This design comes from an exercise in tuning for small area, a short achievable clock period and few clock cycles on the open sky130 flow, not from production work.
Where RTL was checked, it was by simulation tests only, not by an equivalence proof against the original.
Only the layout flow was run in runs 1 to 3; the RTL was not checked for function there.
Power and IR drop assume default switching activity.

$ cat run.sh
#!/bin/bash
# synth_recipe.tcl (not shown) runs the flow's synth.tcl, then flattens the netlist and writes it again
# the make line also repeats each setting of config.mk as NAME=value (left out here)
make -C /OpenROAD-flow-scripts/flow DESIGN_CONFIG=/design/flow/config.mk WORK_HOME=/design/flow/orfs CLKGATE_MAP_FILE= SYNTH_SCRIPT=/design/flow/synth_recipe.tcl finish
$ cat constraint.sdc
create_clock -name core_clock -period 6.0 [get_ports {clk}]
set_input_delay 1.2000 -clock core_clock [delete_from_list [all_inputs] [get_ports {clk}]]
set_output_delay 1.2000 -clock core_clock [all_outputs]
set_load 0.01 [all_outputs]
$ cat config.mk
export PLATFORM = sky130hd
export DESIGN_NAME = mdu_seq
export DESIGN_NICKNAME = mdu_seq
export VERILOG_FILES = /design/flow/design.v
export SDC_FILE = /design/flow/constraint.sdc
export NUM_CORES = 4
export LEC_CHECK = 0
export CAP_MARGIN = 20
export CORE_MARGIN = 2
export CORE_UTILIZATION = 40
export SETUP_SLACK_MARGIN = 2.0
export SLEW_MARGIN = 20
$ cat design.v
module mdu_lzc64 (
    input  logic [63:0] x,
    output logic [6:0]  cnt
);
    logic [63:0]    v0;
    logic [31:0]    v1;
    logic [31:0]    c1;
    logic [15:0]    v2;
    logic [31:0]    c2;
    logic [7:0]     v3;
    logic [23:0]    c3;
    logic [3:0]     v4;
    logic [15:0]    c4;
    logic [1:0]     v5;
    logic [9:0]     c5;
    always_comb begin
        v0 = x;
        for (int g = 0; g < 32; g++) begin
            v1[g] = v0[2*g+1] | v0[2*g];
            c1[g] = ~v0[2*g+1];
        end
        for (int g = 0; g < 16; g++) begin
            v2[g]         = v1[2*g+1] | v1[2*g];
            c2[2*g +: 2]  = v1[2*g+1] ? {1'b0, c1[2*g+1]} : {1'b1, c1[2*g]};
        end
        for (int g = 0; g < 8; g++) begin
            v3[g]         = v2[2*g+1] | v2[2*g];
            c3[3*g +: 3]  = v2[2*g+1] ? {1'b0, c2[2*(2*g+1) +: 2]} : {1'b1, c2[2*(2*g) +: 2]};
        end
        for (int g = 0; g < 4; g++) begin
            v4[g]         = v3[2*g+1] | v3[2*g];
            c4[4*g +: 4]  = v3[2*g+1] ? {1'b0, c3[3*(2*g+1) +: 3]} : {1'b1, c3[3*(2*g) +: 3]};
        end
        for (int g = 0; g < 2; g++) begin
            v5[g]         = v4[2*g+1] | v4[2*g];
            c5[5*g +: 5]  = v4[2*g+1] ? {1'b0, c4[4*(2*g+1) +: 4]} : {1'b1, c4[4*(2*g) +: 4]};
        end
        if (v5[1])      cnt = {2'b00, c5[9:5]};
        else if (v5[0]) cnt = {2'b01, c5[4:0]};
        else            cnt = 7'd64;
    end
endmodule
module mdu_neg64 (
    input  logic [63:0] x,
    input  logic        neg,
    output logic [63:0] y
);
    logic [6:0][63:0] u;
    logic [63:0]      p;
    always_comb begin
        u[0] = x;
        for (int l = 0; l < 6; l++) begin
            u[l+1] = u[l];
            for (int i = 0; i < 64; i++)
                if ((i % (2 << l)) == (2 << l) - 1) u[l+1][i] = u[l][i] | u[l][i - (1 << l)];
        end
        p = u[6];
        for (int l = 4; l >= 0; l--)
            for (int i = 0; i < 64; i++)
                if ((i % (2 << l)) == (1 << l) - 1 && i >= (2 << l)) p[i] = p[i] | p[i - (1 << l)];
        y = x ^ ({p[62:0], 1'b0} & {64{neg}});
    end
endmodule
module mdu_add #(
    parameter int W = 66
) (
    input  logic [W-1:0] a,
    input  logic [W-1:0] b,
    input  logic         ci,
    output logic [W-1:0] s
);
    localparam int L = $clog2(W + 1);
    logic [L:0][W:0] g;
    logic [L:0][W:0] p;
    always_comb begin
        g[0] = {a & b, ci};
        p[0] = {a ^ b, 1'b0};
        for (int l = 0; l < L; l++)
            for (int i = 0; i <= W; i++)
                if ((i >> l) & 1) begin
                    g[l+1][i] = g[l][i] | (p[l][i] & g[l][((i >> l) << l) - 1]);
                    p[l+1][i] = p[l][i] & p[l][((i >> l) << l) - 1];
                end else begin
                    g[l+1][i] = g[l][i];
                    p[l+1][i] = p[l][i];
                end
        s = (a ^ b) ^ g[L][W-1:0];
    end
endmodule
module mdu_seq #(
    parameter int XLEN = 64
) (
    input  logic            clk,
    input  logic            rst_n,
    input  logic            req_valid,
    output logic            req_ready,
    input  logic [4:0]      req_op,
    input  logic            req_word,
    input  logic [XLEN-1:0] req_src1,
    input  logic [XLEN-1:0] req_src2,
    input  logic [4:0]      req_rd,
    input  logic            flush,
    output logic            resp_valid,
    input  logic            resp_ready,
    output logic [XLEN-1:0] resp_data,
    output logic [4:0]      resp_rd,
    output logic            busy
);
    localparam int MDU_MUL  = 0;
    localparam int MDU_DIV  = 1;
    localparam int MDU_DIVU = 2;
    localparam int MDU_REM  = 3;
    localparam int MDU_REMU = 4;
    localparam logic [1:0] IDLE = 2'd0;
    localparam logic [1:0] ALGN = 2'd1;    
    localparam logic [1:0] ITER = 2'd2;
    localparam logic [1:0] FIN  = 2'd3;    
    logic [1:0]  state_q;
    logic        resp_valid_q;
    logic        fix_q;
    logic [65:0] r0_q;       
    logic [64:0] r1_q;       
    logic [63:0] r2_q;       
    logic        pp1_q;      
    logic        pp2_q;      
    logic        ppn_q;      
    logic [5:0]  cnt_q;      
    logic        last_q;     
    logic        triv_q;     
    logic        bz_q;       
    logic        mul_q;
    logic        rem_q;
    logic        inv_q;
    logic        word_q;
    logic        s1_q;
    logic        s2_q;
    logic [4:0]  rd_q;
    logic [63:0] resp_q;
    logic [4:0]  resp_rd_q;
    logic        resp_word_q;
    logic        accept;
    logic        resp_free;
    logic        can_end;    
    assign resp_free  = ~fix_q & (~resp_valid_q | resp_ready);
    assign can_end    = ((state_q == ALGN) & triv_q) |
                        ((state_q == ITER) & last_q & ~rem_q) |
                        (state_q == FIN);
    assign req_ready  = ~flush & ((state_q == IDLE) | (can_end & resp_free));
    assign accept     = req_valid & req_ready;
    assign busy       = (state_q != IDLE) | resp_valid_q | fix_q;
    assign resp_valid = resp_valid_q;
    assign resp_data  = resp_word_q ? {{32{resp_q[31]}}, resp_q[31:0]} : resp_q;
    assign resp_rd    = resp_rd_q;
    logic        in_sgn;
    logic        in_onehot;
    logic        in_mul;
    logic [63:0] in_ext1, in_ext2;
    logic        in_s1, in_s2;
    logic [63:0] in_m1, in_m2;
    logic        in_m2_small;    
    logic [6:0]  in_lz2;
    logic [6:0]  in_lz1e;        
    logic [7:0]  in_k;
    logic        in_bz;
    logic        in_triv;
    logic        in_swap;
    always_comb begin
        in_onehot = (req_op != 5'd0) && ((req_op & (req_op - 5'd1)) == 5'd0);
        in_mul    = req_op[MDU_MUL] & in_onehot;
        in_sgn    = req_op[MDU_MUL] | req_op[MDU_DIV] | req_op[MDU_REM];
        in_ext1   = req_word ? {{32{in_sgn & req_src1[31]}}, req_src1[31:0]} : req_src1;
        in_ext2   = req_word ? {{32{in_sgn & req_src2[31]}}, req_src2[31:0]} : req_src2;
        in_s1     = in_sgn & in_ext1[63];
        in_s2     = in_sgn & in_ext2[63];
        in_m2_small = (in_ext2[63:1] == 63'd0) | (in_ext2 == 64'hFFFF_FFFF_FFFF_FFFF);
        in_bz     = (in_ext2 == 64'd0);
    end
    mdu_neg64 u_neg1 (.x(in_ext1), .neg(in_s1), .y(in_m1));
    mdu_neg64 u_neg2 (.x(in_ext2), .neg(in_s2), .y(in_m2));
    mdu_lzc64 u_lz1 (.x(in_s1 ? {~in_ext1[62:0], 1'b1} : in_ext1), .cnt(in_lz1e));
    mdu_lzc64 u_lz2 (.x(in_ext2 ^ {64{in_s2}}), .cnt(in_lz2));
    always_comb begin
        in_k    = {1'b0, in_lz2} - {1'b0, in_lz1e};
        in_triv = ~in_mul & (~in_onehot | in_bz | in_k[7]);
        in_swap = in_lz1e > in_lz2;
    end
    logic [2:0]  bt_in, bt_swap, bt_it;
    logic        msgn;
    always_comb begin
        msgn    = s1_q ^ s2_q;
        bt_in   = {in_m2[0],
                   in_m2[1] & ~in_m2[0],
                   in_m2[1] ^ in_s1 ^ in_s2};
        bt_swap = {r1_q[0],
                   r1_q[1] & ~r1_q[0],
                   r1_q[1] ^ msgn};
        bt_it   = {r2_q[2] ^ r2_q[1],
                   (r2_q[3] & ~r2_q[2] & ~r2_q[1]) | (~r2_q[3] & r2_q[2] & r2_q[1]),
                   (r2_q[3] & ~(r2_q[2] & r2_q[1])) ^ msgn};
    end
    logic [64:0] n_d;
    always_comb begin
        n_d = {1'b0, r2_q} << cnt_q;
    end
    logic [65:0] add_b;
    logic [65:0] sum;
    logic        qbit;
    always_comb begin
        add_b = ({66{pp1_q}} & {1'b0, r1_q}) | ({66{pp2_q}} & {r1_q, 1'b0});
        add_b = add_b ^ {66{ppn_q}};
    end
    mdu_add #(.W(66)) u_add (.a(r0_q), .b(add_b), .ci(ppn_q), .s(sum));
    assign qbit = ~sum[65];
    logic [63:0] it_res;
    logic        it_neg;
    logic [63:0] tr_res;
    logic        tr_neg;
    logic [63:0] fin_res;
    logic [63:0] fix_val;
    always_comb begin
        it_res  = mul_q ? sum[63:0] : {r2_q[62:0], qbit};
        it_neg  = ~mul_q & (s1_q ^ s2_q);
        tr_res  = inv_q ? 64'd0 : (rem_q ? r1_q[63:0] : (bz_q ? 64'hFFFF_FFFF_FFFF_FFFF : 64'd0));
        tr_neg  = ~inv_q & rem_q & s1_q;
        fin_res = r0_q[65] ? sum[63:0] : r0_q[63:0];
    end
    mdu_neg64 u_negf (.x(resp_q), .neg(1'b1), .y(fix_val));
    logic        load_resp;
    logic [63:0] load_val;
    logic        load_neg;
    logic        it_go;      
    always_comb begin
        load_resp = can_end & resp_free;
        load_val  = it_res;
        load_neg  = it_neg;
        if (state_q == ALGN) begin
            load_val  = tr_res;
            load_neg  = tr_neg;
        end else if (state_q == FIN) begin
            load_val  = fin_res;
            load_neg  = s1_q;
        end
        it_go = (state_q == ITER) && (!last_q || rem_q || resp_free);
    end
    always_ff @(posedge clk or negedge rst_n) begin
        if (!rst_n) begin
            state_q      <= IDLE;
            resp_valid_q <= 1'b0;
            fix_q        <= 1'b0;
        end else begin
            if (load_resp) begin
                resp_valid_q <= ~load_neg;
                fix_q        <= load_neg;
            end else if (fix_q) begin
                resp_valid_q <= 1'b1;
                fix_q        <= 1'b0;
            end else if (resp_ready) begin
                resp_valid_q <= 1'b0;
            end
            if (accept)
                state_q <= (in_mul && !in_swap) ? ITER : ALGN;
            else if (load_resp)
                state_q <= IDLE;
            else if (state_q == ALGN && !triv_q)
                state_q <= ITER;
            else if (it_go && last_q)
                state_q <= FIN;      
            if (flush) begin
                state_q      <= IDLE;
                resp_valid_q <= 1'b0;
                fix_q        <= 1'b0;
            end
        end
    end
    always_ff @(posedge clk) begin
        if (load_resp) begin
            resp_q      <= load_val;
            resp_rd_q   <= rd_q;
            resp_word_q <= word_q;
        end else if (fix_q) begin
            resp_q      <= fix_val;
        end
        if (accept) begin
            mul_q   <= in_mul;
            rem_q   <= req_op[MDU_REM] | req_op[MDU_REMU];
            inv_q   <= ~in_onehot;
            word_q  <= req_word;
            s1_q    <= in_s1;
            s2_q    <= in_s2;
            rd_q    <= req_rd;
            r0_q    <= in_mul ? 66'd0 : {2'b00, in_m1};
            r1_q    <= {1'b0, in_m1};
            r2_q    <= in_m2;
            {pp1_q, pp2_q, ppn_q} <= in_mul ? bt_in : 3'b101;
            triv_q  <= in_triv;
            bz_q    <= in_bz;
            cnt_q   <= in_mul ? 6'd0 : (in_k[6] ? 6'd63 : in_k[5:0]);
            last_q  <= in_mul ? in_m2_small : (in_lz2 == in_lz1e);
        end else if (state_q == ALGN && !triv_q) begin
            r1_q    <= n_d;
            if (mul_q) begin
                r2_q   <= r1_q[63:0];
                last_q <= (r1_q[63:1] == 63'd0);
                {pp1_q, pp2_q, ppn_q} <= bt_swap;
            end else begin
                r2_q   <= 64'd0;
            end
        end else if (it_go) begin
            r0_q <= sum;
            if (mul_q) begin
                r1_q    <= {r1_q[62:0], 2'b00};
                r2_q    <= {2'b00, r2_q[63:2]};
                last_q  <= (r2_q[63:3] == 61'd0);
                {pp1_q, pp2_q, ppn_q} <= bt_it;
            end else begin
                if (!last_q) r1_q <= {1'b0, r1_q[64:1]};
                r2_q    <= {r2_q[62:0], qbit};
                ppn_q   <= qbit;
                cnt_q   <= cnt_q - 6'd1;
                last_q  <= (cnt_q == 6'd1);
            end
        end
    end
endmodule
==> qor.yml, run 1 <==
status: "no timing/DRC/antenna violations"
syn_area_per_cell_sq_um: 8.18
timing.fmax_mhz: 204
busiest_layer: "met2"
io_pins: 216
hold_depth: 0
synth-seq-cells: 292
routedWlPerCell_um: 29.6
ys_warn_count: 4
period_minus_slack_ps: 4900
synthArstFlopShare: 0.0137
p_per_area_nw_per_um2: 568
critPathCapture: "state_q[1]$_DFFE_PN0P_"
r2r_setup_slack_ps: 1290
relSlewSlack: 0.146
synth_top_area_cell: "edfxtp_1"
h-tree-depth: 2
nNetsFinal: 4395
hold_buffers: 0
grt_pass1_vias: 32800
met2_usage: 0.532
cts_made_buffers: 37
synth-edff-count: 287
cts_max_path_buffers: 3
place_congestion: 1.06
met3_usage: 0.113
reg2reg_from: "pp2_q$_DFFE_PP_"
io_buffers: 215
cp.arrival_ps: 5310
start_util: 0.403
worstSetupPathType: "primary input to register"
worstPathRequired_ps: 6410
place_hpwl_mm: 111
drc_errors: 0
initialDrtViolationCount: 5171
clkSinkCount: 292
drive_gt1_frac: 0.196
ys_types: 95
use_met1: 0.478
cp-start-kind: "primary input"
synth.top_cells.by_count: "nand2_1 (390), o21ai_0 (331), nor2_1 (296)"
grt_pass1_wl_mm: 223
worst_slew_pin_slew_ps: 1270
max_cap_violations: 0
via_count: 35400
path_clk_slew_ps: 60
crit_fanout: 5
ant_nets: 0
antenna_found_initial: 12
synth-main-ff-cell: "edfxtp_1"
die-area_sq_um: 81600
setup-tns-final_ps: 0
fp.dieW_um: 286
finalSetupViolations: 0
final_area_sq_um: 40000
core_area_sq_um: 78700
p_leak_nw: 15.1
gr-total-overflow: 0
clk_latency_ps: 570
cts_root_buf: "clkbuf_16"
reg2reg_to: "resp_q[63]$_DFFE_PN_"
rsz0062_at_grt: "yes"
ys_top_cells_by_area: "edfxtp_1 (27%), o21ai_0 (5.2%), mux2i_1 (5.0%)"
num_rows: 103
synthesis.area_sq_um: 31700
syn_nets: 4137
via_per_inst: 6.78
ys_seq_area_frac: 0.275
crit_start: "req_word"
fin_skew_ps: 23.1
setup_slack_ps: 1100
place_area_sq_um: 35500
drv_slew: 0
area_growth_pct: 26.2
yosysMostFrequentCell: "nand2_1"
fin_crit_sh: 0.817
cp-end-kind: "register"
die_y_um: 286
drt_pass1_iterations: 9
min_path_type: "register to register"
grt_use_total: 0.361
synth_cells: 3879
preCtsSetupSlack_ps: 31.0
report.final.hold_viol_count: 0
grt_max_degree: 127
synth_top_cell_area_share: 0.272
vdd_drop_max_mv: 0.384
rr_worst_depth: 20
routed_wl_mm: 155
cts_tree: "built"
==> area by class of cell <==
class,instances,area [sq um]
multi-input cells,3108,23000
flip-flops and latches,292,8740
clock buffers,49,1010
repair buffers,564,5370
diodes,11,27.5
inverters,134,532
clock inverters,16,86.3
fillers,7533,38700
well taps,1050,1310
==> how the worst min path moves through the flow <==
stage,from,to,slack (ps)
after floorplan,rd_q[0]$_DFFE_PP_,resp_rd_q[0]$_DFFE_PP_,400
after global placement,rd_q[3]$_DFFE_PP_,resp_rd_q[3]$_DFFE_PP_,400
after detailed placement,rd_q[2]$_DFFE_PP_,resp_rd_q[2]$_DFFE_PP_,400
after CTS,rd_q[2]$_DFFE_PP_,resp_rd_q[2]$_DFFE_PP_,420
after global routing,rd_q[1]$_DFFE_PP_,resp_rd_q[1]$_DFFE_PP_,430
final,rd_q[2]$_DFFE_PP_,resp_rd_q[2]$_DFFE_PP_,420
==> per-layer routing <==
| metal | vias to the layer above | share of wire |
|---|---|---|
| met1 | 17000 | 0.39 |
| met5 | - | 0.00015 |
| met4 | 4 | 0.060 |
| met3 | 538 | 0.13 |
| met2 | 2622 | 0.42 |
| li1 | 15300 | - |
==> sequential cells by signal (all words and copies together), names as in the netlist, 2 cells and up <==
| register | flops |
|---|---|
| cnt_q | 6 |
| r0_q | 66 |
| r1_q | 65 |
| r2_q | 64 |
| rd_q | 5 |
| resp_q | 64 |
| resp_rd_q | 5 |
| state_q | 2 |
==> per-stage QoR <==
stage / instances / power (mW) / hold WS (ps) / utilization
after floorplan: 3879 / 13.4 / 400 / -
after global placement: 4969 / 17.5 / 402 / 0.451
after detailed placement: 4969 / 17.6 / 405 / 0.451
after CTS: 5151 / 20.5 / 420 / 0.489
after global routing: 5216 / 23.9 / 426 / 0.508
final: 5224 / 22.7 / 420 / 0.508
==> timing repair <==
action / CTS / global route
pin swaps: 105 / 140
endpoints found under the setup margin: 158 / 233
gates cloned: 10 / 2
resized for setup: 237 / 216
buffers inserted: 107 / 60
==> critical path, cell delays in order <==
cell and delay [ps]:
buf_12 120, mux2i_4 180, or2_4 290, buf_12 150, mux2i_2 150, nand2_1 130
buf_4 130, buf_4 100, buf_4 100, buf_4 90, buf_4 100, buf_6 100
o21ai_2 50, a21o_1 160, a311o_1 300, a221o_1 400, fa_2 400, nand2_1 70
nand2_1 60, a21oi_2 150, o21bai_1 90, a21oi_2 200, nor2b_1 80, o211ai_1 280
buf_4 170, a211oi_2 50
==> kinds of logic (layout without fill, tap and decap cells) <==
group / count (synthesis) / count (layout) / share of synthesized area
mux: 234 / 234 / 0.0942
xor+xnor: 267 / 267 / 0.0737
compound gates: 1354 / 1354 / 0.280
flops: 292 / 292 / 0.275
simple gates: 1138 / 1139 / 0.169
other cells: 0 / 11 / 0
fa+ha+maj: 114 / 114 / 0.0466
buf+inv: 480 / 763 / 0.0613
==> power by group <==
part | switching [mW] | total, mW | internal (mW) | leakage (nW)
Combinational | 8.78 | 15.5 | 6.68 | 11.8
Sequential | 1.44 | 5.14 | 3.70 | 2.80
Clock | 0.946 | 2.13 | 1.19 | 0.545
==> placed cells by master (no fill, tap or decap), drive strengths merged, types with 28 or more instances in the layout <==
| cell | count |
|---|---|
| a211oi | 38 |
| a21o | 37 |
| a21oi | 288 |
| a221oi | 40 |
| a22o | 63 |
| a22oi | 133 |
| a31oi | 49 |
| buf | 349 |
| clkbuf | 53 |
| clkdlybuf4s50 | 176 |
| dlygate4sd2 | 28 |
| edfxtp | 287 |
| ha | 107 |
| inv | 131 |
| mux2i | 158 |
| mux4 | 49 |
| nand2 | 391 |
| nand3 | 75 |
| nand4 | 38 |
| nor2 | 296 |
| nor2b | 34 |
| nor3 | 89 |
| nor4 | 61 |
| o211ai | 37 |
| o21ai | 334 |
| o221ai | 40 |
| o22ai | 88 |
| o31ai | 33 |
| or3 | 30 |
| xnor2 | 172 |
| xor2 | 95 |
==> run 2: changes to the inputs <==
--- a/design.v
+++ b/design.v
@@ -116,6 +116,7 @@
     localparam logic [1:0] ITER = 2'd2;
     localparam logic [1:0] FIN  = 2'd3;    
     logic [1:0]  state_q;
+    logic        r0p_q;      
     logic        resp_valid_q;
     logic        fix_q;
     logic [65:0] r0_q;       
@@ -126,8 +127,10 @@
     logic        ppn_q;      
     logic [5:0]  cnt_q;      
     logic        last_q;     
+    logic        first_q;    
     logic        triv_q;     
     logic        bz_q;       
+    logic        swap_q;     
     logic        mul_q;
     logic        rem_q;
     logic        inv_q;
@@ -135,19 +138,29 @@
     logic        s1_q;
     logic        s2_q;
     logic [4:0]  rd_q;
+    logic        r0neg_q;    
+    logic        r0word_q;
+    logic [4:0]  r0rd_q;
     logic [63:0] resp_q;
     logic [4:0]  resp_rd_q;
     logic        resp_word_q;
     logic        accept;
     logic        resp_free;
+    logic        drain;      
+    logic        blk;        
     logic        can_end;    
+    logic        st_iter;    
+    logic        st_algn;    
+    assign st_iter    = (state_q == ITER) | ((state_q == ALGN) & mul_q & ~swap_q);
+    assign st_algn    = (state_q == ALGN) & ~(mul_q & ~swap_q);
     assign resp_free  = ~fix_q & (~resp_valid_q | resp_ready);
-    assign can_end    = ((state_q == ALGN) & triv_q) |
-                        ((state_q == ITER) & last_q & ~rem_q) |
+    assign drain      = r0p_q & resp_free;
+    assign blk        = first_q & r0p_q & ~resp_free;
+    assign can_end    = (~blk & ((st_algn & triv_q) | (st_iter & last_q & ~rem_q))) |
                         (state_q == FIN);
-    assign req_ready  = ~flush & ((state_q == IDLE) | (can_end & resp_free));
+    assign req_ready  = ~flush & ((state_q == IDLE) | can_end);
     assign accept     = req_valid & req_ready;
-    assign busy       = (state_q != IDLE) | resp_valid_q | fix_q;
+    assign busy       = (state_q != IDLE) | r0p_q | resp_valid_q | fix_q;
     assign resp_valid = resp_valid_q;
     assign resp_data  = resp_word_q ? {{32{resp_q[31]}}, resp_q[31:0]} : resp_q;
     assign resp_rd    = resp_rd_q;
@@ -165,8 +178,9 @@
     logic        in_triv;
     logic        in_swap;
     always_comb begin
-        in_onehot = (req_op != 5'd0) && ((req_op & (req_op - 5'd1)) == 5'd0);
-        in_mul    = req_op[MDU_MUL] & in_onehot;
+        in_onehot = (req_op == 5'b00001) | (req_op == 5'b00010) | (req_op == 5'b00100) |
+                    (req_op == 5'b01000) | (req_op == 5'b10000);
+        in_mul    = (req_op == 5'b00001);
         in_sgn    = req_op[MDU_MUL] | req_op[MDU_DIV] | req_op[MDU_REM];
         in_ext1   = req_word ? {{32{in_sgn & req_src1[31]}}, req_src1[31:0]} : req_src1;
         in_ext2   = req_word ? {{32{in_sgn & req_src2[31]}}, req_src2[31:0]} : req_src2;
@@ -202,84 +216,87 @@
     always_comb begin
         n_d = {1'b0, r2_q} << cnt_q;
     end
+    logic [65:0] add_a;
     logic [65:0] add_b;
     logic [65:0] sum;
     logic        qbit;
     always_comb begin
+        add_a = r0_q & {66{~first_q}};       
         add_b = ({66{pp1_q}} & {1'b0, r1_q}) | ({66{pp2_q}} & {r1_q, 1'b0});
         add_b = add_b ^ {66{ppn_q}};
     end
-    mdu_add #(.W(66)) u_add (.a(r0_q), .b(add_b), .ci(ppn_q), .s(sum));
+    mdu_add #(.W(66)) u_add (.a(add_a), .b(add_b), .ci(ppn_q), .s(sum));
     assign qbit = ~sum[65];
-    logic [63:0] it_res;
-    logic        it_neg;
     logic [63:0] tr_res;
     logic        tr_neg;
-    logic [63:0] fin_res;
+    logic [65:0] fin_res;
     logic [63:0] fix_val;
     always_comb begin
-        it_res  = mul_q ? sum[63:0] : {r2_q[62:0], qbit};
-        it_neg  = ~mul_q & (s1_q ^ s2_q);
         tr_res  = inv_q ? 64'd0 : (rem_q ? r1_q[63:0] : (bz_q ? 64'hFFFF_FFFF_FFFF_FFFF : 64'd0));
         tr_neg  = ~inv_q & rem_q & s1_q;
-        fin_res = r0_q[65] ? sum[63:0] : r0_q[63:0];
+        fin_res = r0_q[65] ? sum : r0_q;
     end
     mdu_neg64 u_negf (.x(resp_q), .neg(1'b1), .y(fix_val));
-    logic        load_resp;
-    logic [63:0] load_val;
-    logic        load_neg;
+    logic        do_triv;    
+    logic        do_algn;    
     logic        it_go;      
-    always_comb begin
-        load_resp = can_end & resp_free;
-        load_val  = it_res;
-        load_neg  = it_neg;
-        if (state_q == ALGN) begin
-            load_val  = tr_res;
-            load_neg  = tr_neg;
-        end else if (state_q == FIN) begin
-            load_val  = fin_res;
-            load_neg  = s1_q;
-        end
-        it_go = (state_q == ITER) && (!last_q || rem_q || resp_free);
+    logic        fin_res_go;
+    logic        res_new;    
+    logic        res_neg;
+    always_comb begin
+        do_triv  = st_algn & triv_q & ~blk;
+        do_algn  = st_algn & ~triv_q & (mul_q | ~blk);
+        it_go    = st_iter & ~blk;
+        res_new  = do_triv | (it_go & last_q & ~rem_q) | (state_q == FIN);
+        res_neg  = (state_q == FIN) ? s1_q : (do_triv ? tr_neg : (~mul_q & (s1_q ^ s2_q)));
     end
     always_ff @(posedge clk or negedge rst_n) begin
         if (!rst_n) begin
             state_q      <= IDLE;
+            r0p_q        <= 1'b0;
             resp_valid_q <= 1'b0;
             fix_q        <= 1'b0;
         end else begin
-            if (load_resp) begin
-                resp_valid_q <= ~load_neg;
-                fix_q        <= load_neg;
+            if (drain) begin
+                resp_valid_q <= ~r0neg_q;
+                fix_q        <= r0neg_q;
             end else if (fix_q) begin
                 resp_valid_q <= 1'b1;
                 fix_q        <= 1'b0;
             end else if (resp_ready) begin
                 resp_valid_q <= 1'b0;
             end
+            if (res_new)    r0p_q <= 1'b1;
+            else if (drain) r0p_q <= 1'b0;
             if (accept)
-                state_q <= (in_mul && !in_swap) ? ITER : ALGN;
-            else if (load_resp)
+                state_q <= ALGN;
+            else if (res_new)
                 state_q <= IDLE;
-            else if (state_q == ALGN && !triv_q)
+            else if (do_algn)
                 state_q <= ITER;
             else if (it_go && last_q)
                 state_q <= FIN;      
             if (flush) begin
                 state_q      <= IDLE;
+                r0p_q        <= 1'b0;
                 resp_valid_q <= 1'b0;
                 fix_q        <= 1'b0;
             end
         end
     end
     always_ff @(posedge clk) begin
-        if (load_resp) begin
-            resp_q      <= load_val;
-            resp_rd_q   <= rd_q;
-            resp_word_q <= word_q;
+        if (drain) begin
+            resp_q      <= r0_q[63:0];
+            resp_rd_q   <= r0rd_q;
+            resp_word_q <= r0word_q;
         end else if (fix_q) begin
             resp_q      <= fix_val;
         end
+        if (res_new) begin
+            r0neg_q  <= res_neg;
+            r0rd_q   <= rd_q;
+            r0word_q <= word_q;
+        end
         if (accept) begin
             mul_q   <= in_mul;
             rem_q   <= req_op[MDU_REM] | req_op[MDU_REMU];
@@ -288,25 +305,27 @@
             s1_q    <= in_s1;
             s2_q    <= in_s2;
             rd_q    <= req_rd;
-            r0_q    <= in_mul ? 66'd0 : {2'b00, in_m1};
             r1_q    <= {1'b0, in_m1};
             r2_q    <= in_m2;
             {pp1_q, pp2_q, ppn_q} <= in_mul ? bt_in : 3'b101;
+            first_q <= 1'b1;
             triv_q  <= in_triv;
+            swap_q  <= in_swap;
             bz_q    <= in_bz;
             cnt_q   <= in_mul ? 6'd0 : (in_k[6] ? 6'd63 : in_k[5:0]);
             last_q  <= in_mul ? in_m2_small : (in_lz2 == in_lz1e);
-        end else if (state_q == ALGN && !triv_q) begin
+        end else if (do_algn) begin
             r1_q    <= n_d;
             if (mul_q) begin
                 r2_q   <= r1_q[63:0];
                 last_q <= (r1_q[63:1] == 63'd0);
                 {pp1_q, pp2_q, ppn_q} <= bt_swap;
             end else begin
-                r2_q   <= 64'd0;
+                r2_q    <= 64'd0;
+                first_q <= 1'b0;
             end
         end else if (it_go) begin
-            r0_q <= sum;
+            first_q <= 1'b0;
             if (mul_q) begin
                 r1_q    <= {r1_q[62:0], 2'b00};
                 r2_q    <= {2'b00, r2_q[63:2]};
@@ -321,4 +340,14 @@
             end
         end
     end
+    always_ff @(posedge clk) begin
+        if (do_triv)
+            r0_q <= {2'b00, tr_res};
+        else if (do_algn && !mul_q)
+            r0_q <= {1'b0, r1_q};
+        else if (it_go)
+            r0_q <= (!mul_q && last_q && !rem_q) ? {2'b00, r2_q[62:0], qbit} : sum;
+        else if (state_q == FIN)
+            r0_q <= fin_res;
+    end
 endmodule
--- a/config.mk
+++ b/config.mk
@@ -8,5 +8,4 @@
 export CAP_MARGIN = 20
 export CORE_MARGIN = 2
 export CORE_UTILIZATION = 40
-export SETUP_SLACK_MARGIN = 2.0
 export SLEW_MARGIN = 20
==> qor.yml, run 2 <==
io_pins: 216  # unchanged
drt_pass1_iterations: 6  # -3
worstSetupPathType: "primary input to register"
start_util: 0.403  # about the same
synth-edff-count: 293  # +2.1%
path_clk_slew_ps: 60  # about the same
power_mw: 12.2  # -46%
timing.fmax_mhz: 176  # -14%
h-tree-depth: 2  # unchanged
die_y_um: 283  # -0.84%
cts_root_buf: "clkbuf_16"
syn_area_per_cell_sq_um: 8.09  # -1.0%
max_stage_delay_ps: 470  # +70 ps
min_path_type: "register to register"
via_count: 32700  # -7.9%
critical-path-top-delay-family: "compound AO/OA/AOI/OAI gates"
path_buf_inv: 4  # -5
core_area_sq_um: 77300  # -1.8%
status: "no timing/DRC/antenna violations"
synth_top_cell_area_share: 0.282  # +0.0105
worst_slew_pin_slew_ps: 1170  # -97.8 ps
cts_made_buffers: 37  # unchanged
period_minus_slack_ps: 5680  # +783 ps
area_growth_pct: 18.0
worst_path_max_delay_cell: "clkdlybuf4s50_1"
fp.dieW_um: 283  # -0.84%
vdd_drop_max_mv: 0.218  # -43%
ys_top_cells_by_area: "edfxtp_1 (28%), nand2_1 (5.8%), o21ai_0 (5.2%)"
place_area_sq_um: 35600  # +0.20%
cp-end-kind: "register"
cts_tree: "built"
grt_pass1_vias: 30300  # -7.7%
nNetsFinal: 4311  # -1.9%
final_common_cell: "nand2_1"
drive_gt1_frac: 0.117  # -0.0793
ys_warn_count: 4  # unchanged
register_area_sq_um: 9000  # +3.0%
place_congestion: 1.06  # -0.18%
max_cap_violations: 0  # unchanged
crit_fanout: 20  # +15
relSlewSlack: 0.215  # +0.0689
gr-total-overflow: 0  # unchanged
cp-start-kind: "primary input"
min_from: "r0rd_q[4]$_DFFE_PP_"
synth-seq-cells: 302  # +3.4%
synthArstFlopShare: 0.0166  # +0.00286
synth_top_area_cell: "edfxtp_1"
clkSinkCount: 302  # +3.4%
largest_reg_flops: 66  # unchanged
routedWlPerCell_um: 27.1  # -8.4%
mostFrequentLayoutCells: "nand2_1 (476), o21ai_0 (323), a21oi_1 (306)"
report.final.hold_viol_count: 0  # unchanged
synth.top_cells.by_count: "nand2_1 (482), o21ai_0 (326), a21oi_1 (306)"
synth-main-ff-cell: "edfxtp_1"
p_leak_nw: 14.1  # -6.7%
cp.arrival_ps: 6070  # +760 ps
p_per_area_nw_per_um2: 333  # -41%
fin_crit_sh: 0.947  # +0.131
num_rows: 102  # -0.97%
ant_nets: 0  # unchanged
yosysMostFrequentCell: "nand2_1"
fin_skew_ps: 30.0  # +6.97 ps
finalSetupViolations: 0  # unchanged
grt_use_total: 0.335  # -0.0258
reg_top3: "r0_q: 66 flops, r1_q: 65 flops"
rsz0062_at_grt: "no"
largest-register: "r0_q"
place_hpwl_mm: 103  # -7.1%
ys_types: 79  # -17%
multiInputGateArea_sq_um: 20400  # -11%
crit_start: "req_op[0]"
synthesis.area_sq_um: 31200  # -1.7%
final_area_sq_um: 36800  # -8.1%
grt_pass1_wl_mm: 204  # -8.6%
io_buffers: 215  # unchanged
fillers: 7715  # +2.4%
drv_slew: 0  # unchanged
reg2reg_from: "resp_q[16]$_DFFE_PN_"
antenna_found_initial: 7  # -5
drc_errors: 0  # unchanged
cts_max_path_buffers: 3  # unchanged
synth_cells: 3853  # -0.67%
via_per_inst: 6.37  # -6.1%
initialDrtViolationCount: 4121  # -20%
die-area_sq_um: 80200  # -1.7%
ys_seq_area_frac: 0.289  # +0.0133
syn_nets: 4111  # -0.63%
hold_buffers: 0  # unchanged
grt_max_degree: 130  # +2.4%
crit_chain: "clkdlybuf4s50_1, buf_4, o311a_1, buf_12, a21o_1, or3_1, o32a_1, or2_2, nor2_1, o2111ai_1, o311ai_0, and3_1, ha_1, buf_4, nor2b_1, o21ai_0, nand2b_1, a21oi_1, nor2b_1, o21ai_0, nand2b_1, a21oi_1, o41a_1"
routed_wl_mm: 139  # -10%
worstPathRequired_ps: 6390  # -20 ps
clk_latency_ps: 580  # about the same
## run 2: cell types whose count changed after synthesis, sizes merged, moves of 26 or more
cell / previous run / this run
a22o: 63 / 5
nand2: 390 / 483
o22ai: 88 / 34
mux2i: 158 / 132
nor2b: 34 / 97
## run 2: path summary, 6_finish.rpt
kind / slack (ps) / depth (start not counted) / end
setup / recovery: 320 / 23 / triv_q$_DFFE_PP_
min in group asynchronous: 850 / 1 / resp_valid_q$_DFFE_PN0P_
hold / removal: 420 / 0 / resp_rd_q[4]$_DFFE_PP_
max in group asynchronous: 4950 / 1 / state_q[0]$_DFFE_PN0P_
setup reg to reg: 400 / 14 / resp_q[63]$_DFFE_PN_
hold reg to reg: 420 / 0 / resp_rd_q[4]$_DFFE_PP_
## run 2: area by class of cell
| class | count | area share |
|---|---|---|
| Inverter | 134 | 0.0137 |
| Multi-Input combinational cell | 3075 | 0.554 |
| Clock buffer | 39 | 0.0254 |
| Sequential cell | 302 | 0.245 |
| Timing Repair Buffer | 503 | 0.119 |
| Tap cell | 1040 | 0.0354 |
| Antenna cell | 7 | 0.000476 |
| Clock inverter | 26 | 0.00714 |
## run 2: power breakdown
part	internal [mW]	total, mW	leakage (nW)	switching [mW]
combinational	2.52	6.09	10.7	3.57
clock	1.34	2.31	0.582	0.970
sequential	2.98	3.84	2.85	0.861
## run 2: what timing repair did
| action | CTS | global route |
|---|---|---|
| endpoints found under the setup margin | 0 | 4 |
| gates resized for setup | 0 | 2 |
| buffers inserted | 0 | 0 |
## run 2: metal layers
layer  wire length (um)  vias to the layer above  global-route usage
li1                   -                    14700                   -
met1              54800                    15500               0.445
met2              57700                     2009               0.484
met3              16100                      409              0.0892
met4              10400                        4               0.207
met5                 23                        -                   0
## run 2: cells by family after synthesis
logic type / count (synthesis) / share of synthesized area
buf+inv: 476 / 0.0612
mux: 208 / 0.0890
xor+xnor: 272 / 0.0764
flops: 302 / 0.289
simple gates: 1259 / 0.188
fa+ha+maj: 114 / 0.0474
compound gates: 1222 / 0.250
## run 2: metrics by stage
stage	setup WS, ps	hold slack [ps]	TNS, ps	utilization	cells
5_1_grt	24.7	427	0	0.476	5123
6_report	317	424	0	0.476	5126
4_1_cts	344	425	0	0.475	5119
3_3_place_gp	-203	400	-993	0.460	5054
2_1_floorplan	50.1	400	0	-	3853
3_5_place_dp	-232	410	-1250	0.460	5054
## run 2: worst reg2reg max path, cell delays in order (launching register included)
cell,delay (ps)
edfxtp_1,410
or4_4,550
or3_4,360
or4_4,570
or4_4,540
or4_4,590
or4_4,500
or3_1,350
or3_1,350
or3_4,360
nor3_4,140
and3_1,170
ha_1,150
xor2_1,180
a21oi_1,90
==> run 3: changes to the inputs <==
--- a/design.v
+++ b/design.v
@@ -46,19 +46,12 @@
     output logic [63:0] y
 );
     logic [6:0][63:0] u;
-    logic [63:0]      p;
     always_comb begin
         u[0] = x;
-        for (int l = 0; l < 6; l++) begin
-            u[l+1] = u[l];
+        for (int l = 0; l < 6; l++)
             for (int i = 0; i < 64; i++)
-                if ((i % (2 << l)) == (2 << l) - 1) u[l+1][i] = u[l][i] | u[l][i - (1 << l)];
-        end
-        p = u[6];
-        for (int l = 4; l >= 0; l--)
-            for (int i = 0; i < 64; i++)
-                if ((i % (2 << l)) == (1 << l) - 1 && i >= (2 << l)) p[i] = p[i] | p[i - (1 << l)];
-        y = x ^ ({p[62:0], 1'b0} & {64{neg}});
+                u[l+1][i] = ((i >> l) & 1) ? (u[l][i] | u[l][((i >> l) << l) - 1]) : u[l][i];
+        y = x ^ ({u[6][62:0], 1'b0} & {64{neg}});
     end
 endmodule
 module mdu_add #(
@@ -118,7 +111,7 @@
     logic [1:0]  state_q;
     logic        r0p_q;      
     logic        resp_valid_q;
-    logic        fix_q;
+    logic        fix_q;      
     logic [65:0] r0_q;       
     logic [64:0] r1_q;       
     logic [63:0] r2_q;       
@@ -138,38 +131,32 @@
     logic        s1_q;
     logic        s2_q;
     logic [4:0]  rd_q;
-    logic        r0neg_q;    
     logic        r0word_q;
     logic [4:0]  r0rd_q;
-    logic [63:0] resp_q;
-    logic [4:0]  resp_rd_q;
-    logic        resp_word_q;
     logic        accept;
-    logic        resp_free;
-    logic        drain;      
+    logic        handover;
     logic        blk;        
     logic        can_end;    
     logic        st_iter;    
     logic        st_algn;    
     assign st_iter    = (state_q == ITER) | ((state_q == ALGN) & mul_q & ~swap_q);
     assign st_algn    = (state_q == ALGN) & ~(mul_q & ~swap_q);
-    assign resp_free  = ~fix_q & (~resp_valid_q | resp_ready);
-    assign drain      = r0p_q & resp_free;
-    assign blk        = first_q & r0p_q & ~resp_free;
+    assign handover   = resp_valid_q & resp_ready;
+    assign blk        = first_q & r0p_q & ~handover;
     assign can_end    = (~blk & ((st_algn & triv_q) | (st_iter & last_q & ~rem_q))) |
                         (state_q == FIN);
     assign req_ready  = ~flush & ((state_q == IDLE) | can_end);
     assign accept     = req_valid & req_ready;
-    assign busy       = (state_q != IDLE) | r0p_q | resp_valid_q | fix_q;
+    assign busy       = (state_q != IDLE) | r0p_q;
     assign resp_valid = resp_valid_q;
-    assign resp_data  = resp_word_q ? {{32{resp_q[31]}}, resp_q[31:0]} : resp_q;
-    assign resp_rd    = resp_rd_q;
+    assign resp_data  = r0word_q ? {{32{r0_q[31]}}, r0_q[31:0]} : r0_q[63:0];
+    assign resp_rd    = r0rd_q;
     logic        in_sgn;
     logic        in_onehot;
     logic        in_mul;
     logic [63:0] in_ext1, in_ext2;
     logic        in_s1, in_s2;
-    logic [63:0] in_m1, in_m2;
+    logic [63:0] in_m2;
     logic        in_m2_small;    
     logic [6:0]  in_lz2;
     logic [6:0]  in_lz1e;        
@@ -189,7 +176,6 @@
         in_m2_small = (in_ext2[63:1] == 63'd0) | (in_ext2 == 64'hFFFF_FFFF_FFFF_FFFF);
         in_bz     = (in_ext2 == 64'd0);
     end
-    mdu_neg64 u_neg1 (.x(in_ext1), .neg(in_s1), .y(in_m1));
     mdu_neg64 u_neg2 (.x(in_ext2), .neg(in_s2), .y(in_m2));
     mdu_lzc64 u_lz1 (.x(in_s1 ? {~in_ext1[62:0], 1'b1} : in_ext1), .cnt(in_lz1e));
     mdu_lzc64 u_lz2 (.x(in_ext2 ^ {64{in_s2}}), .cnt(in_lz2));
@@ -201,10 +187,10 @@
     logic [2:0]  bt_in, bt_swap, bt_it;
     logic        msgn;
     always_comb begin
-        msgn    = s1_q ^ s2_q;
+        msgn    = s2_q;
         bt_in   = {in_m2[0],
                    in_m2[1] & ~in_m2[0],
-                   in_m2[1] ^ in_s1 ^ in_s2};
+                   in_m2[1] ^ in_s2};
         bt_swap = {r1_q[0],
                    r1_q[1] & ~r1_q[0],
                    r1_q[1] ^ msgn};
@@ -220,23 +206,25 @@
     logic [65:0] add_b;
     logic [65:0] sum;
     logic        qbit;
+    logic        sel1, sel2, seln;
     always_comb begin
-        add_a = r0_q & {66{~first_q}};       
-        add_b = ({66{pp1_q}} & {1'b0, r1_q}) | ({66{pp2_q}} & {r1_q, 1'b0});
-        add_b = add_b ^ {66{ppn_q}};
+        sel1  = pp1_q & ~fix_q;
+        sel2  = pp2_q & ~fix_q;
+        seln  = ppn_q & ~fix_q;
+        add_a = fix_q ? ~r0_q : (r0_q & {66{~first_q}});    
+        add_b = ({66{sel1}} & {1'b0, r1_q}) | ({66{sel2}} & {r1_q, 1'b0});
+        add_b = add_b ^ {66{seln}};
     end
-    mdu_add #(.W(66)) u_add (.a(add_a), .b(add_b), .ci(ppn_q), .s(sum));
+    mdu_add #(.W(66)) u_add (.a(add_a), .b(add_b), .ci(seln | fix_q), .s(sum));
     assign qbit = ~sum[65];
     logic [63:0] tr_res;
     logic        tr_neg;
     logic [65:0] fin_res;
-    logic [63:0] fix_val;
     always_comb begin
         tr_res  = inv_q ? 64'd0 : (rem_q ? r1_q[63:0] : (bz_q ? 64'hFFFF_FFFF_FFFF_FFFF : 64'd0));
-        tr_neg  = ~inv_q & rem_q & s1_q;
+        tr_neg  = 1'b0;
         fin_res = r0_q[65] ? sum : r0_q;
     end
-    mdu_neg64 u_negf (.x(resp_q), .neg(1'b1), .y(fix_val));
     logic        do_triv;    
     logic        do_algn;    
     logic        it_go;      
@@ -257,17 +245,17 @@
             resp_valid_q <= 1'b0;
             fix_q        <= 1'b0;
         end else begin
-            if (drain) begin
-                resp_valid_q <= ~r0neg_q;
-                fix_q        <= r0neg_q;
+            if (res_new) begin
+                r0p_q        <= 1'b1;
+                resp_valid_q <= ~res_neg;
+                fix_q        <= res_neg;
             end else if (fix_q) begin
                 resp_valid_q <= 1'b1;
                 fix_q        <= 1'b0;
-            end else if (resp_ready) begin
+            end else if (handover) begin
+                r0p_q        <= 1'b0;
                 resp_valid_q <= 1'b0;
             end
-            if (res_new)    r0p_q <= 1'b1;
-            else if (drain) r0p_q <= 1'b0;
             if (accept)
                 state_q <= ALGN;
             else if (res_new)
@@ -285,15 +273,7 @@
         end
     end
     always_ff @(posedge clk) begin
-        if (drain) begin
-            resp_q      <= r0_q[63:0];
-            resp_rd_q   <= r0rd_q;
-            resp_word_q <= r0word_q;
-        end else if (fix_q) begin
-            resp_q      <= fix_val;
-        end
         if (res_new) begin
-            r0neg_q  <= res_neg;
             r0rd_q   <= rd_q;
             r0word_q <= word_q;
         end
@@ -305,9 +285,9 @@
             s1_q    <= in_s1;
             s2_q    <= in_s2;
             rd_q    <= req_rd;
-            r1_q    <= {1'b0, in_m1};
+            r1_q    <= {1'b0, in_ext1};
             r2_q    <= in_m2;
-            {pp1_q, pp2_q, ppn_q} <= in_mul ? bt_in : 3'b101;
+            {pp1_q, pp2_q, ppn_q} <= in_mul ? bt_in : {2'b10, in_s1};
             first_q <= 1'b1;
             triv_q  <= in_triv;
             swap_q  <= in_swap;
@@ -318,18 +298,19 @@
             r1_q    <= n_d;
             if (mul_q) begin
                 r2_q   <= r1_q[63:0];
-                last_q <= (r1_q[63:1] == 63'd0);
+                last_q <= (r1_q[63:1] == 63'd0) | (r1_q[63:1] == 63'h7FFF_FFFF_FFFF_FFFF);
                 {pp1_q, pp2_q, ppn_q} <= bt_swap;
             end else begin
                 r2_q    <= 64'd0;
                 first_q <= 1'b0;
+                ppn_q   <= 1'b1;
             end
         end else if (it_go) begin
             first_q <= 1'b0;
             if (mul_q) begin
                 r1_q    <= {r1_q[62:0], 2'b00};
-                r2_q    <= {2'b00, r2_q[63:2]};
-                last_q  <= (r2_q[63:3] == 61'd0);
+                r2_q    <= {{2{r2_q[63]}}, r2_q[63:2]};
+                last_q  <= (r2_q[63:3] == 61'd0) | (r2_q[63:3] == 61'h1FFF_FFFF_FFFF_FFFF);
                 {pp1_q, pp2_q, ppn_q} <= bt_it;
             end else begin
                 if (!last_q) r1_q <= {1'b0, r1_q[64:1]};
@@ -344,10 +325,12 @@
         if (do_triv)
             r0_q <= {2'b00, tr_res};
         else if (do_algn && !mul_q)
-            r0_q <= {1'b0, r1_q};
+            r0_q <= {2'b00, sum[63:0]};      
         else if (it_go)
             r0_q <= (!mul_q && last_q && !rem_q) ? {2'b00, r2_q[62:0], qbit} : sum;
         else if (state_q == FIN)
             r0_q <= fin_res;
+        else if (fix_q)
+            r0_q <= {2'b00, sum[63:0]};
     end
 endmodule
--- a/config.mk
+++ b/config.mk
@@ -8,4 +8,5 @@
 export CAP_MARGIN = 20
 export CORE_MARGIN = 2
 export CORE_UTILIZATION = 40
+export SETUP_SLACK_MARGIN = 1.5
 export SLEW_MARGIN = 20
==> qor.yml, run 3 <==
worst_slew_pin_slew_ps: 1190  # +13.0 ps
report.final.hold_viol_count: 0  # unchanged
synthArstFlopShare: 0.0216  # +0.00509
p_leak_nw: 12.7  # -9.7%
cp-end-kind: "register"
initialDrtViolationCount: 4067  # -1.3%
synth.top_cells.by_count: "nand2_1 (374), a21oi_1 (285), o21ai_0 (282)"
worstSetupPathType: "primary input to register"
rsz0062_at_grt: "yes"
ys_warn_count: 4  # unchanged
met2_usage: 0.534  # +0.0500
fillers: 6639  # -14%
drv_slew: 0  # unchanged
final_cells: 4481  # -13%
use_met1: 0.472  # +0.0263
place_hpwl_mm: 95.8  # -7.0%
crit_fanout: 6  # -70%
timing.fmax_mhz: 210  # +19%
relSlewSlack: 0.200  # -0.0146
h-tree-depth: 1  # -1
synth_cells: 3465  # -10%
synth_top_cell_area_share: 0.242  # -0.0402
place_congestion: 1.13  # +6.9%
num_rows: 96  # -5.9%
fp.dieW_um: 266  # -5.9%
via_per_inst: 6.72  # +5.5%
grt_pass1_vias: 27400  # -9.6%
clock_power_share: 0.154  # -0.035
grt_pass1_wl_mm: 190  # -6.8%
ys_top_cells_by_area: "edfxtp_1 (24%), mux2i_1 (5.4%), a21oi_1 (5.2%)"
critical-path-top-delay-family: "compound AO/OA/AOI/OAI gates"
synth-edff-count: 222  # -24%
mostFrequentLayoutCells: "nand2_1 (368), a21oi_1 (276), o21ai_0 (258)"
area_growth_pct: 21.5
grt_use_total: 0.361  # +0.0256
crit_cells: 26  # +13%
dpl.cell_count: 4315  # -15%
p_per_area_nw_per_um2: 344  # +3.4%
cts_root_buf: "clkbuf_16"
critPathCapture: "cnt_q[1]$_DFFE_PP_"
drc_errors: 0  # unchanged
via_count: 30100  # -7.8%
cts_max_path_buffers: 3  # unchanged
routed_wl_mm: 133  # -4.1%
io_buffers: 215  # unchanged
nNetsFinal: 3799  # -12%
drt_pass1_iterations: 6  # unchanged
clkSinkCount: 231  # -24%
p_sw_mw: 5.36  # -0.82%
power_mw: 11.5  # -5.8%
ys_types: 92  # +16%
sw_frac_of_total: 0.464  # +0.0235
reg_top3: "r0_q: 66 flops, r1_q: 65 flops, r2_q: 64 flops"
fin_crit_sh: 0.794  # -0.153
path_clk_slew_ps: 60  # about the same
synth-seq-cells: 231  # -24%
antenna_found_initial: 7  # unchanged
synth-main-ff-cell: "edfxtp_1"
cp-start-kind: "primary input"
met3_usage: 0.0854  # -0.00378
syn_nets: 3692  # -10%
largest-register: "r0_q"
syn_area_per_cell_sq_um: 7.95  # -1.8%
die_y_um: 266  # -5.9%
period_minus_slack_ps: 4770  # -917 ps
combPwrFrac: 0.568  # +0.071
cts_tree: "built"
rr_worst_depth: 16  # +2
ant_nets: 0  # unchanged
utilization: 0.490  # +0.0142
routedWlPerCell_um: 29.7  # +9.7%
max_stage_delay_ps: 430  # -40 ps
worst_path_max_delay_cell: "or3_4"
crit_start: "req_op[0]"
grt_max_degree: 146  # +12%
min_path_type: "register to register"
die-area_sq_um: 71000  # -11%
worstPathRequired_ps: 6330  # -60 ps
hold_buffers: 0  # unchanged
final_common_cell: "nand2_1"
finalSetupViolations: 0  # unchanged
largest_reg_flops: 66  # unchanged
fin_skew_ps: 18.0  # -12.0 ps
cts_made_buffers: 29  # -22%
r2r_setup_slack_ps: 1520  # +1120 ps
cp.arrival_ps: 5100  # -970 ps
ys_seq_area_frac: 0.249  # -0.0393
start_util: 0.403  # about the same
drive_gt1_frac: 0.177  # +0.0603
yosysMostFrequentCell: "nand2_1"
internal_power_mw: 6.18  # -9.8%
seqPwrFrac: 0.277  # -0.037
synthesis.area_sq_um: 27600  # -12%
core_area_sq_um: 68300  # -12%
gr-total-overflow: 0  # unchanged
vdd_drop_max_mv: 0.236  # +8.3%
path_buf_inv: 6  # +2
busiest_layer: "met2"
max_cap_violations: 0  # unchanged
clk_latency_ps: 610  # +30 ps
status: "no timing/DRC/antenna violations"
reg2reg_to: "r0_q[53]$_DFFE_PP_"
io_pins: 216  # unchanged
reg2reg_from: "pp2_q$_DFFE_PP_"
synth_top_area_cell: "edfxtp_1"
setup-tns-final_ps: 0  # unchanged
==> run 3: worst min-delay path by stage <==
stage | start | to | slack, ps | cells past startpoint
2_1_floorplan | rd_q[0]$_DFFE_PP_ | r0rd_q[0]$_DFFE_PN_ | 400 | 0
3_3_place_gp | rd_q[1]$_DFFE_PP_ | r0rd_q[1]$_DFFE_PN_ | 400 | 0
3_5_place_dp | rd_q[2]$_DFFE_PP_ | r0rd_q[2]$_DFFE_PN_ | 410 | 0
4_1_cts | rd_q[2]$_DFFE_PP_ | r0rd_q[2]$_DFFE_PN_ | 410 | 0
5_1_grt | rd_q[4]$_DFFE_PP_ | r0rd_q[4]$_DFFE_PN_ | 420 | 0
6_report | rd_q[2]$_DFFE_PP_ | r0rd_q[2]$_DFFE_PN_ | 420 | 0
==> run 3: area by class of cell <==
class / instances / area (sq um) / share of cell area
repair buffers: 488 / 4640 / 0.139
inverters: 103 / 402 / 0.0120
multi-input cells: 2719 / 19500 / 0.583
diodes: 4 / 10.0 / 0.000299
clock inverters: 22 / 180 / 0.00538
well taps: 882 / 1100 / 0.0330
flip-flops and latches: 231 / 6880 / 0.205
clock buffers: 32 / 737 / 0.0220
==> run 3: metrics by stage <==
stage	cell area (sq um)	setup slack (ps)	hold WS, ps
after floorplan	27800	983	400
after global placement	30700	41.5	401
after detailed placement	30700	-5.82	407
after CTS	32700	1220	413
after global routing	33500	1030	421
final	33500	1230	417
==> run 3: kinds of logic (layout without fill, tap and decap cells) <==
kind of cell / count (synthesis) / count (layout) / synth area share
AOI/OAI and AO/OA: 1125 / 1127 / 0.264
xor gates and xnor gates: 178 / 178 / 0.0566
adders and majority gates: 83 / 83 / 0.0399
buffers and inverters: 521 / 645 / 0.0775
DFF: 231 / 231 / 0.249
muxes: 291 / 291 / 0.134
other: 0 / 4 / 0
and+or+nand+nor: 1036 / 1040 / 0.179
==> run 3: power groups by stage <==
| stage | logic [mW] | clock network [mW] | registers (mW) |
|---|---|---|---|
| final | 6.55 | 1.78 | 3.20 |
| after floorplan | 4.41 | 0 | 2.54 |
| after CTS | 6.15 | 1.79 | 3.13 |
| after global routing | 7.00 | 1.83 | 3.17 |
| after global placement | 5.95 | 0 | 3.15 |
| after detailed placement | 5.94 | 0 | 3.15 |
==> run 3: metal layers <==
layer	vias up	wire [um]
met3	415	15500
met5	-	13
met1	14400	50900
met2	2025	56700
met4	2	10100
li1	13200	-
==> run 3: timing repair <==
action / in CTS / in global routing
buffers inserted: 63 / 36
endpoints found under the setup margin: 51 / 43
pin swaps: 42 / 61
gates cloned: 8 / 1
gates resized for setup: 143 / 83
==> run 4: changes to the inputs <==
--- a/design.v
+++ b/design.v
@@ -62,7 +62,7 @@
     input  logic         ci,
     output logic [W-1:0] s
 );
-    localparam int L = $clog2(W + 1);
+    localparam int L = 7;    
     logic [L:0][W:0] g;
     logic [L:0][W:0] p;
     always_comb begin
==> qor.yml, run 4 <==
ys_top_cells_by_area: "edfxtp_1 (24%), mux2i_1 (5.4%), a21oi_1 (5.2%)"
cp.arrival_ps: 5100  # about the same
period_minus_slack_ps: 4770  # unchanged
synthArstFlopShare: 0.0216  # unchanged
p_per_area_nw_per_um2: 344  # unchanged
cts_root_buf: "clkbuf_16"
routed_wl_mm: 133  # unchanged
clkSinkCount: 231  # unchanged
via_per_inst: 6.72  # unchanged
area_growth_pct: 21.5  # unchanged
internal_power_mw: 6.18  # unchanged
p_leak_nw: 12.7  # unchanged
grt_max_degree: 146  # unchanged
setup-tns-final_ps: 0  # unchanged
grt_use_total: 0.361  # unchanged
preCtsSetupSlack_ps: -5.82  # unchanged
gr-total-overflow: 0  # unchanged
final_area_sq_um: 33500  # unchanged
ys_warn_count: 4  # unchanged
syn_area_per_cell_sq_um: 7.95  # unchanged
synth-edff-count: 222  # unchanged
combPwrFrac: 0.568  # about the same
rsz0062_at_grt: "yes"
ant_nets: 0  # unchanged
timing.fmax_mhz: 210  # unchanged
initialDrtViolationCount: 4067  # unchanged
place_congestion: 1.13  # unchanged
clk_latency_ps: 610  # about the same
min_path_type: "register to register"
whs_ps: 417  # unchanged
vdd_drop_max_mv: 0.236  # unchanged
start_util: 0.403  # unchanged
fin_crit_sh: 0.794  # unchanged
largest_reg_flops: 66  # unchanged
finalSetupViolations: 0  # unchanged
h-tree-depth: 1  # unchanged
p_sw_mw: 5.36  # unchanged
worst_slew_pin_slew_ps: 1190  # unchanged
cp-end-kind: "register"
largest-register: "r0_q"
io_pins: 216  # unchanged
ys_seq_area_frac: 0.249  # unchanged
nNetsFinal: 3799  # unchanged
sw_frac_of_total: 0.464  # unchanged
yosysMostFrequentCell: "nand2_1"
die_y_um: 266  # unchanged
grt_pass1_vias: 27400  # unchanged
status: "no timing/DRC/antenna violations"
via_count: 30100  # unchanged
core_area_sq_um: 68300  # unchanged
fin_skew_ps: 18.0  # unchanged
synth_top_cell_area_share: 0.242  # unchanged
worstSetupPathType: "primary input to register"
grt_pass1_wl_mm: 190  # unchanged
fp.dieW_um: 266  # unchanged
die-area_sq_um: 71000  # unchanged
routedWlPerCell_um: 29.7  # unchanged
mostFrequentLayoutCells: "nand2_1 (368), a21oi_1 (276), o21ai_0 (258)"
cts_made_buffers: 29  # unchanged
worstPathRequired_ps: 6330  # about the same
antenna_found_initial: 7  # unchanged
drt_pass1_iterations: 6  # unchanged
relSlewSlack: 0.200  # unchanged
place_hpwl_mm: 95.8  # unchanged
syn_nets: 3692  # unchanged
synth_top_area_cell: "edfxtp_1"
seqPwrFrac: 0.277  # about the same
utilization: 0.490  # unchanged
clock_power_share: 0.154  # about the same
max_cap_violations: 0  # unchanged
drc_errors: 0  # unchanged
reg_top3: "r0_q: 66 flops, r1_q: 65 flops, r2_q: 64 flops"
synth-main-ff-cell: "edfxtp_1"
num_rows: 96  # unchanged
synth_cells: 3465  # unchanged
cts_max_path_buffers: 3  # unchanged
io_buffers: 215  # unchanged
path_clk_slew_ps: 60  # about the same
drive_gt1_frac: 0.177  # unchanged
synth-seq-cells: 231  # unchanged
cts_tree: "built"
synth.top_cells.by_count: "nand2_1 (374), a21oi_1 (285), o21ai_0 (282)"
synthesis.area_sq_um: 27600  # unchanged
drv_slew: 0  # unchanged
setup_slack_ps: 1230  # unchanged
cp-start-kind: "primary input"
report.final.hold_viol_count: 0  # unchanged
fillers: 6639  # unchanged
final_common_cell: "nand2_1"
place_area_sq_um: 30700  # unchanged
crit_fanout: 6  # unchanged
ys_types: 92  # unchanged
run 4: logic make-up (layout without fill, tap and decap cells):
| logic type | Yosys count | after routing | synth area share |
|---|---|---|---|
| AO/OA/AOI/OAI | 1125 | 1127 | 0.264 |
| AND/OR/NAND/NOR | 1036 | 1040 | 0.179 |
| buffers and inverters | 521 | 645 | 0.0775 |
| multiplexers | 291 | 291 | 0.134 |
| flip-flops | 231 | 231 | 0.249 |
| XOR/XNOR | 178 | 178 | 0.0566 |
| adder cells (fa/ha/maj) | 83 | 83 | 0.0399 |
| other | 0 | 4 | 0 |
run 4: metal layers:
| layer | GRT usage | share of wire |
|---|---|---|
| met1 | 0.472 | 0.38 |
| met4 | 0.230 | 0.076 |
| met5 | 0 | 0.000098 |
| met2 | 0.534 | 0.43 |
| met3 | 0.0854 | 0.12 |
run 4: stage by stage:
step / power (mW) / std cells
5_1_grt: 12.0 / 4479
3_5_place_dp: 9.09 / 4315
4_1_cts: 11.1 / 4440
3_3_place_gp: 9.10 / 4315
2_1_floorplan: 6.95 / 3465
6_report: 11.5 / 4481
run 4: cell type report:
| type | count | area [sq um] | share of cell area |
|---|---|---|---|
| Multi-Input combinational cell | 2719 | 19500 | 0.583 |
| Clock inverter | 22 | 180 | 0.00538 |
| Antenna cell | 4 | 10.0 | 0.000299 |
| Tap cell | 882 | 1100 | 0.0330 |
| Timing Repair Buffer | 488 | 4640 | 0.139 |
| Sequential cell | 231 | 6880 | 0.205 |
| Inverter | 103 | 402 | 0.0120 |
| Clock buffer | 32 | 737 | 0.0220 |
run 4: timing repair:
| action | 4_1_cts | 5_1_grt |
|---|---|---|
| gates cloned | 8 | 1 |
| gates resized for setup | 143 | 83 |
| pin swaps | 42 | 61 |
| hold endpoints to repair | 0 | 0 |
| setup endpoints to repair | 51 | 43 |
| buffers inserted | 63 | 36 |
| hold buffers | 0 | 0 |
run 4: critical path, stage by stage:
cell	delay, ps
buf_6	110
or3_4	430
nand2_4	120
buf_12	110
buf_12	100
buf_4	110
buf_4	120
nor3b_1	50
a21oi_1	130
o21ai_0	110
o21ai_0	260
o211ai_1	180
a211oi_2	270
a22oi_1	120
o211ai_1	100
buf_4	170
ha_4	140
fa_2	200
nor2b_1	50
o21ai_1	130
nand2b_1	80
a21o_1	160
a21o_1	190
xor2_2	180
o211ai_1	180
o21ai_1	90
run 4: final timing paths:
kind | startpoint | end | slack, ps | cells past startpoint
max reg2reg | pp2_q$_DFFE_PP_ | r0_q[53]$_DFFE_PP_ | 1520 | 16
min in group asynchronous | rst_n | resp_valid_q$_DFFE_PN0P_ | 820 | 1
max | req_op[0] | cnt_q[1]$_DFFE_PP_ | 1230 | 26
max in group asynchronous | rst_n | fix_q$_DFF_PN0_ | 4960 | 1
min | rd_q[2]$_DFFE_PP_ | r0rd_q[2]$_DFFE_PN_ | 420 | 0
min reg2reg | rd_q[2]$_DFFE_PP_ | r0rd_q[2]$_DFFE_PN_ | 420 | 0
run 4: power groups by stage:
stage | clock network (mW) | registers (mW) | logic, mW
6_report | 1.78 | 3.20 | 6.55
3_3_place_gp | 0 | 3.15 | 5.95
5_1_grt | 1.83 | 3.17 | 7.00
3_5_place_dp | 0 | 3.15 | 5.94
4_1_cts | 1.79 | 3.13 | 6.15
2_1_floorplan | 0 | 2.54 | 4.41
Testbench counts of run 4, summed over its fixed seeds: cycles 13,719.

static timing again, ports no longer ideal:
How much do the figures lean on ideal ports? The routed layouts below were timed once more, with nothing changed but the port constraints. Step 1 assumes that a clkbuf_16 drives the clock port and a buf_2 every other input. Step 2, shift: input delay + t, output delay - t, t = (earliest + latest rising clock arrival at the registers) / 2. This alone moves slack from input paths to output paths. Slacks: ideal ports / drivers / drivers and shift; pairs: ideal ports / drivers.
run | t (ns) | setup WS [ns] | clock arrival spread, ns | slew at the worst register clock pin (ns) | worst data-port slew with drivers (ns)
run 1 | 0.623 | 1.100 / 1.120 / 0.497 | 0.023 / 0.024 | 0.07 / 0.07 | 0.06
run 2 | 0.636 | 0.317 / 0.365 / -0.271 | 0.030 / 0.030 | 0.07 / 0.07 | 0.05
run 3 | 0.663 | 1.234 / 1.270 / 0.606 | 0.019 / 0.019 | 0.07 / 0.07 | 0.06
run 4 | 0.663 | 1.234 / 1.270 / 0.606 | 0.019 / 0.019 | 0.07 / 0.07 | 0.06
With both steps, setup timing fails in run 2, where it was met with ideal ports.
